Source: an optimization exercise on an open RTL-to-GDS flow (aim: small area and a short achievable clock period). Production flows keep margins and buffers that such runs may drop.
In this exercise RTL edits were held to simulation tests only and were not proved equivalent to the original.
Power is estimated from default activity; no workload was simulated.

the reference run:
## float_accum_multi
module float_accum_multi #(
  parameter int unsigned EXP_W    = 8,
  parameter int unsigned MAN_W    = 23,
  parameter int unsigned GUARD_W  = 8,
  parameter int unsigned STRIDE_W = 16,
  parameter int unsigned DELAY_W  = 7,
  localparam int unsigned DATA_W  = 1 + EXP_W + MAN_W
) (
  input  logic                clk,
  input  logic                rst_n,
  input  logic                run,
  input  logic                running,
  input  logic [STRIDE_W-1:0] strideMinusOne,
  input  logic [DELAY_W-1:0]  delay0,
  input  logic [1:0]          mode,
  input  logic [DATA_W-1:0]   in0,
  output logic [DATA_W-1:0]   out0,
  output logic                done
);
  localparam int unsigned ACC_W = 288;
  localparam int unsigned NBLK  = 9;     
  logic [15:0] cnt_q;
  logic        start;
  assign start = (cnt_q == '0);
  always_ff @(posedge clk or negedge rst_n) begin
    if (!rst_n)       cnt_q <= '0;
    else if (run)     cnt_q <= 16'(delay0);
    else if (running) cnt_q <= start ? strideMinusOne : cnt_q - 16'd1;
  end
  logic        is_mm, is_min;      
  logic        wmm0, wmin0;        
  logic        s0, h0, emax0;
  logic [7:0]  e0, eff0;
  logic [22:0] f0;
  logic [85:0] sh0, sh1;
  logic [54:0] chunk0;
  assign is_mm  = start ? (mode == 2'd1 || mode == 2'd2) : wmm0;
  assign is_min = start ? (mode == 2'd2) : wmin0;
  assign {s0, e0, f0} = in0;
  assign emax0 = &e0;
  assign h0    = |e0;
  assign eff0  = {e0[7:1], e0[0] | ~h0};
  assign sh0   = {{31{s0}}, {1'b1, f0} ^ {24{s0}}, {31{s0}}} << {e0[4:1], 1'b0};
  assign sh1   = eff0[0] ? {sh0[84:0], s0} : sh0;
  always_comb begin
    chunk0     = sh1[85:31];
    chunk0[24] = h0 ? sh1[55] : s0;
    if (is_mm) chunk0 = {23'd0, in0};
  end
  always_ff @(posedge clk or negedge rst_n) begin
    if (!rst_n) begin
      wmm0  <= 1'b0;
      wmin0 <= 1'b0;
  ...
==> flow/config.mk <==
export PLATFORM = sky130hd
export DESIGN_NAME = float_accum_multi
export DESIGN_NICKNAME = float_accum_multi
export VERILOG_FILES = /design/flow/design.v
export SDC_FILE = /design/flow/constraint.sdc
export NUM_CORES = 4
export LEC_CHECK = 0
export CAP_MARGIN = 20
export CORE_MARGIN = 2
export CORE_UTILIZATION = 35
export PLACE_DENSITY = 0.5
export SETUP_SLACK_MARGIN = 5
export SLEW_MARGIN = 20
==> flow/constraint.sdc <==
create_clock -name core_clock -period 10.0 [get_ports {clk}]
set_input_delay 2.0000 -clock core_clock [delete_from_list [all_inputs] [get_ports {clk}]]
set_output_delay 2.0000 -clock core_clock [all_outputs]
set_load 0.01 [all_outputs]
run.sh (not shown) runs the stock make flow with config.mk's settings and CLKGATE_MAP_FILE= SYNTH_SCRIPT=/design/flow/synth_recipe.tcl, a recipe that flattens the netlist after the stock synthesis.
Both conditions hold for the reference run: the flow ran to the end and the final layout passed the timing, DRC and antenna checks.
Setup changes, the reference run to the trial run
-- flow/design.v --
<<< the reference run, line 262
    for (int j = 0; j < 31; j++) if (above[j] && win[j+8]) wst = 1'b1;
  end
  assign w8 = win[63:8];
  logic        nanr, spec_d, sgm;
  assign nanr   = flg[2] | (flg[1] & flg[0]);
>>> the trial run, line 262
    for (int j = 0; j < 31; j++) if (above[j] && win[j+8]) wst = 1'b1;
  end
  logic [31:0] w32;
  assign w8  = win[63:8];
  assign w32 = 32'(w8 >> {fine[4:3], 3'd0});
  logic        nanr, spec_d, sgm;
  assign nanr   = flg[2] | (flg[1] & flg[0]);
<<< the reference run, line 269
  logic        sgn_d, st_d;
  logic [8:0]  q_d;
  logic [55:0] w_d;
  always_comb begin
    if (wmm) begin
      sgn_d = sgm;
      q_d   = {1'b0, m[30:23]} + 9'd24;
      w_d   = {31'd0, 1'b0, m[22:0], 1'b0};
      st_d  = 1'b1;
    end else begin
      sgn_d = sg;
      q_d   = {bidx, fine};
      w_d   = w8;
      st_d  = los | wst;
    end
  end
  localparam int unsigned R_W = 1 + 9 + 56 + 1 + 1 + 4;
  logic [R_W-1:0] r_q, r_d;
  logic           sgn3, st3, mm3, spec3, spec_s3, spec_e3, spec_n3, last3;
  logic [8:0]     q3;
  logic [55:0]    w3;
  assign r_d = (v1 & start1)
             ? {sgn_d, q_d, w_d, st_d, wmm, spec_d, ~clr, ~clr & nanr, ~clr & ~nanr & flg[0]}
>>> the trial run, line 271
  logic        sgn_d, st_d;
  logic [8:0]  q_d;
  logic [31:0] w_d;
  always_comb begin
    if (wmm) begin
      sgn_d = sgm;
      q_d   = {1'b0, m[30:23]} + 9'd24;
      w_d   = {8'd0, 1'b0, m[22:0], 1'b0};
      st_d  = 1'b1;
    end else begin
      sgn_d = sg;
      q_d   = {bidx, fine};
      w_d   = w32;
      st_d  = los | wst;
    end
  end
  localparam int unsigned R_W = 1 + 9 + 32 + 1 + 1 + 4;
  logic [R_W-1:0] r_q, r_d;
  logic           sgn3, st3, mm3, spec3, spec_s3, spec_e3, spec_n3, last3;
  logic [8:0]     q3;
  logic [31:0]    w3;
  assign r_d = (v1 & start1)
             ? {sgn_d, q_d, w_d, st_d, wmm, spec_d, ~clr, ~clr & nanr, ~clr & ~nanr & flg[0]}
<<< the reference run, line 299
    else if (running) last3 <= pst1;
  end
  logic [4:0]  sh;
  logic [55:0] ws;
  logic [24:0] fld;
  logic        c1, ci, tie, cout, hid;
>>> the trial run, line 301
    else if (running) last3 <= pst1;
  end
  logic [2:0]  sh;
  logic [31:0] ws;
  logic [24:0] fld;
  logic        c1, ci, tie, cout, hid;
<<< the reference run, line 309
  logic        ovf;
  logic [31:0] res;
  assign sh  = mm3 ? 5'd0 : q3[4:0];
  assign ws  = w3 >> sh;
  assign fld = ws[24:0] ^ {25{sgn3 & ~mm3}};
>>> the trial run, line 311
  logic        ovf;
  logic [31:0] res;
  assign sh  = mm3 ? 3'd0 : q3[2:0];
  assign ws  = w3 >> sh;
  assign fld = ws[24:0] ^ {25{sgn3 & ~mm3}};
<<< the reference run, line 329
  assign e1v = {1'b0, q3} - 10'd23;
  assign e2v = {1'b0, q3} - 10'd22;
  always_comb begin
    if (cout)     {ovf, ex} = {e2v >= 10'd255, e2v[7:0]};
    else if (hid) {ovf, ex} = {e1v >= 10'd255, e1v[7:0]};
    else          {ovf, ex} = {e0v >= 10'd255, e0v[7:0]};
  end
  assign res = spec3 ? {spec_s3, {8{spec_e3}}, spec_n3, 22'd0}
             : ovf   ? {sgn3, 8'hFF, 23'd0}
>>> the trial run, line 331
  assign e1v = {1'b0, q3} - 10'd23;
  assign e2v = {1'b0, q3} - 10'd22;
  assign ex  = cout ? e2v[7:0] : hid ? e1v[7:0] : e0v[7:0];
  assign ovf = ~mm3 & (q3 >= 9'd278);
  assign res = spec3 ? {spec_s3, {8{spec_e3}}, spec_n3, 22'd0}
             : ovf   ? {sgn3, 8'hFF, 23'd0}
Results
The final layout from the trial run, which completed every stage, passed the timing, DRC and antenna checks at the end of the flow.
Comparing the trial run with the reference run, the fraction of standard cell area in multi-input logic came out essentially unchanged.
Relative to the reference run, design internal power has decreased by 2.1% in the trial run.
Going from the reference run to the trial run, hold slack moved up, fmax moved up.
Overall global routing resource usage was lower in the reference run than in the trial run.
The trial run vs the reference run: cell area after layout down slightly

========
== 01-20 ==
Another version of the RTL of float_accum_multi (not shown whole).
For scale: roughly 530 flip-flops, about 0.047 mm^2 of cells after synthesis.
clock: 10.0 ns
lec_check: 0
cap_margin: 30
core_margin: 2
core_utilization: 35
place_density: 0.5
setup_slack_margin: 5
slew_margin: 20
tns_end_percent: 0
Here is what was changed in the inputs of 05-19 compared with 01-20.
diff --git a/flow/design.v b/flow/design.v
--- a/flow/design.v
+++ b/flow/design.v
@@ -133,35 +133,41 @@
   end
   logic [54:0] x1;        
   logic        xs1;       
   logic [NBLK-1:0] lo1;   
   logic [NBLK-1:0] hi1;   
   logic [NBLK-1:0] fa1;   
   logic [NBLK-1:0] fb1;   
   logic [2:0]  fl1;       
   logic        mm1, min1, start1, v1, pst1;
   logic        ld1;       
+  logic        ld1b, ld1c;   
   logic        clr;       
   always_ff @(posedge clk) begin
     x1     <= (running & ~emax0) ? chunk0 : 55'd0;    
     xs1    <= running & s0 & ~emax0 & ~is_mm;
     for (int k = 0; k < NBLK; k++) begin
       lo1[k] <= (int'(eff0[7:5]) == k);
       hi1[k] <= (int'(eff0[7:5]) == k - 1);
       fa1[k] <= running & s0 & ~emax0 & ~is_mm & (int'(eff0[7:5]) != k) & (int'(eff0[7:5]) != k - 1);
       fb1[k] <= running & s0 & ~emax0 & ~is_mm & (int'(eff0[7:5]) != k);
     end
     fl1    <= {emax0 & |f0, emax0 & ~|f0 & ~s0, emax0 & ~|f0 & s0};
     mm1    <= is_mm;
     min1   <= is_min;
     start1 <= start;
   end
+  always_ff @(posedge clk) ld1b <= running & (start | (clr & ~v1));
+  always_ff @(posedge clk or negedge rst_n) begin
+    if (!rst_n) ld1c <= 1'b1;
+    else        ld1c <= running & (start | (clr & ~v1));
+  end
   always_ff @(posedge clk or negedge rst_n) begin
     if (!rst_n) begin
       v1   <= 1'b0;
       pst1 <= 1'b0;
       ld1  <= 1'b0;
     end else begin
       v1  <= running;
       ld1 <= running & (start | (clr & ~v1));
       if (running) pst1 <= start;
     end
@@ -176,21 +182,22 @@
   assign ldz   = ld1;
   assign cin   = xs1;
   always_comb begin
     for (int k = 0; k < NBLK; k++) begin
       for (int i = 0; i < 23; i++)
         addend[32*k + i] = (lo1[k] & x1[i]) | (hi1[k] & x1[32 + i]) | fa1[k];
       for (int i = 23; i < 32; i++)
         addend[32*k + i] = (lo1[k] & x1[i]) | fb1[k];
     end
   end
-  assign acc_in = ldz ? '0 : acc;
+  assign acc_in = {ld1c ? 96'd0 : acc[287:192], ld1b ? 96'd0 : acc[191:96],
+                    ldz ? 96'd0 : acc[95:0]};
   always_comb begin
     logic [ACC_W-1:0] g, p, c;
     g = acc_in & addend;
     p = acc_in ^ addend;
     g[0] = cin;
     for (int l = 0; l < 9; l++)
       for (int i = (2 << l) - 1; i < ACC_W; i += (2 << l)) begin
         g[i] = g[i] | (p[i] & g[i - (1 << l)]);
         p[i] = p[i] & p[i - (1 << l)];
       end
Results
- Total wirelength of the detailed-routed design for 05-19 is higher than for 01-20.
- Taking 01-20 as the reference, in 05-19 areal power density over the cells down 0.45%; clock-buffer cell count down about 11%; sequential share of layout area up 0.29 points.
- Buffer count excluding the clock tree in the final layout, 05-19 vs 01-20: up by a few percent
- Going from 01-20 to 05-19, non-clock inverter instance count of the final layout shrank slightly.
- Count of distinct cell types in the synthesized netlist (lower): 01-20
- [compare] base=01-20 new=05-19: fraction of standard cell area in multi-input logic level; global-route wire length before repair increased by 0.45% relative to the old numbers; die area lower.
- 05-19: PASS, flow complete, no timing, DRC or antenna violations
- On footprint of the flip-flops and latches, 01-20 tracks 05-19 almost exactly.
- Total placed cells including tap cells: 01-20 vs 05-19, no meaningful difference
- 05-19 gives more clock skew than 01-20 did.
- Register bit count reported by yosys grows slightly when moving from 01-20 to 05-19.

========
the baseline:
Another version of the RTL of float_accum_multi (not shown whole).
For scale: ~94 I/O pins, roughly 47000 um2 of cells after synthesis.
==> flow/design.v (excerpt) <==
module float_accum_multi #(
  parameter int unsigned EXP_W    = 8,
  parameter int unsigned MAN_W    = 23,
  parameter int unsigned GUARD_W  = 8,
  parameter int unsigned STRIDE_W = 16,
  parameter int unsigned DELAY_W  = 7,
  localparam int unsigned DATA_W  = 1 + EXP_W + MAN_W
) (
  input  logic                clk,
  input  logic                rst_n,
  input  logic                run,
  input  logic                running,
  input  logic [STRIDE_W-1:0] strideMinusOne,
  input  logic [DELAY_W-1:0]  delay0,
  input  logic [1:0]          mode,
  input  logic [DATA_W-1:0]   in0,
  output logic [DATA_W-1:0]   out0,
  output logic                done
);
clock: 10.0 ns
lec_check: 0
cap_margin: 30
core_margin: 2
core_utilization: 35
place_density: 0.5
setup_slack_margin: 5
slew_margin: 20
tns_end_percent: 0
The baseline did not stop at any stage, and its layout met the timing, DRC and antenna checks.
diff inputs: the baseline => the candidate
-- flow/design.v --
<<< the baseline, line 189
    g = acc_in & addend;
    p = acc_in ^ addend;
    g[0] = g[0] | (p[0] & cin);
    for (int l = 0; l < 9; l++)
      for (int i = (2 << l) - 1; i < ACC_W; i += (2 << l)) begin
>>> the candidate, line 189
    g = acc_in & addend;
    p = acc_in ^ addend;
    g[0] = cin;
    for (int l = 0; l < 9; l++)
      for (int i = (2 << l) - 1; i < ACC_W; i += (2 << l)) begin
<<< the baseline, line 200
        p[i] = p[i] & p[i - (1 << l)];
      end
    sum[0] = acc_in[0] ^ addend[0] ^ cin;
    for (int i = 1; i < ACC_W; i++) sum[i] = acc_in[i] ^ addend[i] ^ g[i-1];
  end
>>> the candidate, line 200
        p[i] = p[i] & p[i - (1 << l)];
      end
    sum[0] = acc_in[0] ^ addend[0] ^ cin;    
    for (int i = 1; i < ACC_W; i++) sum[i] = acc_in[i] ^ addend[i] ^ g[i-1];
  end
<<< the baseline, line 228
  logic [7:0]      g8, gl;      
  logic [63:0]     win;
  logic [31:0]     top;
  logic [3:0]      tg;
  logic [4:0]      fine;
  logic [3:0]      bidx;
  logic            los, cst;
  logic [55:0]     w8;
  assign sg = acc[ACC_W-1];
>>> the candidate, line 228
  logic [7:0]      g8, gl;      
  logic [63:0]     win;
  logic [31:0]     top, above;
  logic [3:0]      tg;
  logic [4:0]      fine;
  logic [3:0]      bidx;
  logic            los, wst;
  logic [55:0]     w8;
  assign sg = acc[ACC_W-1];
<<< the baseline, line 274
      end
    fine[1:0] = tg[3] ? 2'd3 : tg[2] ? 2'd2 : tg[1] ? 2'd1 : 2'd0;
  end
  logic [31:0] w32;
  logic [2:0]  ob;
  assign w8  = win[63:8] ^ {56{sg}};
  assign w32 = 32'(w8 >> {fine[4:3], 3'd0});
  always_comb
    for (int i = 0; i < 3; i++) ob[i] = |win[8*i + 8 +: 8];
  assign cst = los | |win[7:0] | (ob[0] & |fine[4:3]) | (ob[1] & fine[4]) | (ob[2] & &fine[4:3]);
  logic        nanr, spec_d, sgm;
  assign nanr   = flg[2] | (flg[1] & flg[0]);
>>> the candidate, line 274
      end
    fine[1:0] = tg[3] ? 2'd3 : tg[2] ? 2'd2 : tg[1] ? 2'd1 : 2'd0;
    above[31] = 1'b0;
    for (int i = 30; i >= 0; i--) above[i] = above[i+1] | top[i+1];
    wst = |win[7:0];
    for (int j = 0; j < 31; j++) if (above[j] && win[j+8]) wst = 1'b1;
  end
  logic [31:0] w32;
  assign w8  = win[63:8] ^ {56{sg}};
  assign w32 = 32'(w8 >> {fine[4:3], 3'd0});
  logic        nanr, spec_d, sgm;
  assign nanr   = flg[2] | (flg[1] & flg[0]);
<<< the baseline, line 299
      q_d   = {bidx, fine};
      w_d   = w32;
      st_d  = cst;
    end
  end
>>> the candidate, line 299
      q_d   = {bidx, fine};
      w_d   = w32;
      st_d  = los | wst;
    end
  end
<<< the baseline, line 333
  assign ws  = w3 >> sh;
  assign fld = ws[24:0];
  logic [6:0] msk;
  logic       st;
  assign msk = 7'((8'd1 << sh) - 8'd1);
  assign st  = st3 | (sgn3 ? ~&(w3[6:0] | ~msk) : |(w3[6:0] & msk));
  assign c1  = sgn3 & ~st;
  assign ci  = c1 | fld[0];
  assign tie = (fld[0] ^ c1) & ~st;
  assign tt  = fld[24:1];
  always_comb begin
>>> the candidate, line 333
  assign ws  = w3 >> sh;
  assign fld = ws[24:0];
  assign c1  = sgn3 & ~st3;
  assign ci  = c1 | fld[0];
  assign tie = (fld[0] ^ c1) & ~st3;
  assign tt  = fld[24:1];
  always_comb begin
The candidate ended with more fill cell total of the finished layout than the baseline. Relative to the baseline, xor/xnor share of the synthesized area has decreased by 0.17 points in the candidate. Status: synthesized area parity (the baseline, the candidate). The baseline and the candidate ended up with roughly the same post-layout instance area. Mean area per synthesized cell, the baseline and the candidate: higher on the candidate.

## what the ideal ports hide
The flow's constraints put no driver on any port. The routed layouts listed below were extracted and timed again, unchanged, in two steps.
Step 1 (the two cells are an assumption about what drives the block):
set clk [get_ports {clk}]
set_driving_cell -lib_cell sky130_fd_sc_hd__clkbuf_16 $clk
set_driving_cell -lib_cell sky130_fd_sc_hd__buf_2 [delete_from_list [all_inputs] $clk]
Step 2 times the ports against the registers' clock, not the clock port: input delays grow and output delays shrink by t, the midpoint of the rising clock arrivals with the driver on.
Slacks: ideal ports / drivers / drivers and shift; pairs: ideal ports / drivers.
run	shift t [ns]	setup slack, ns	hold slack, ns	worst setup path after step 2	worst register clock-pin slew, ns
the reference run	0.774	4.368 / 4.368 / 4.368	0.441 / 0.441 / 0.441	register to register	0.07 / 0.07
the trial run	0.776	4.595 / 4.595 / 4.567	0.444 / 0.444 / 0.444	input to register	0.07 / 0.07
01-20	0.776	4.576 / 4.576 / 4.499	0.444 / 0.444 / 0.444	input to register	0.07 / 0.07
05-19	0.766	4.438 / 4.438 / 4.438	0.455 / 0.455 / 0.455	register to register	0.07 / 0.07
the baseline	0.768	4.585 / 4.585 / 4.320	0.444 / 0.444 / 0.444	input to register	0.06 / 0.06
the candidate	0.772	4.622 / 4.622 / 4.146	0.450 / 0.450 / 0.450	input to register	0.08 / 0.08
After both steps every run listed still meets setup and hold. For the candidate, which loses most, drivers alone change the setup slack by 0.000 ns; drivers and shift together by -0.476 ns.
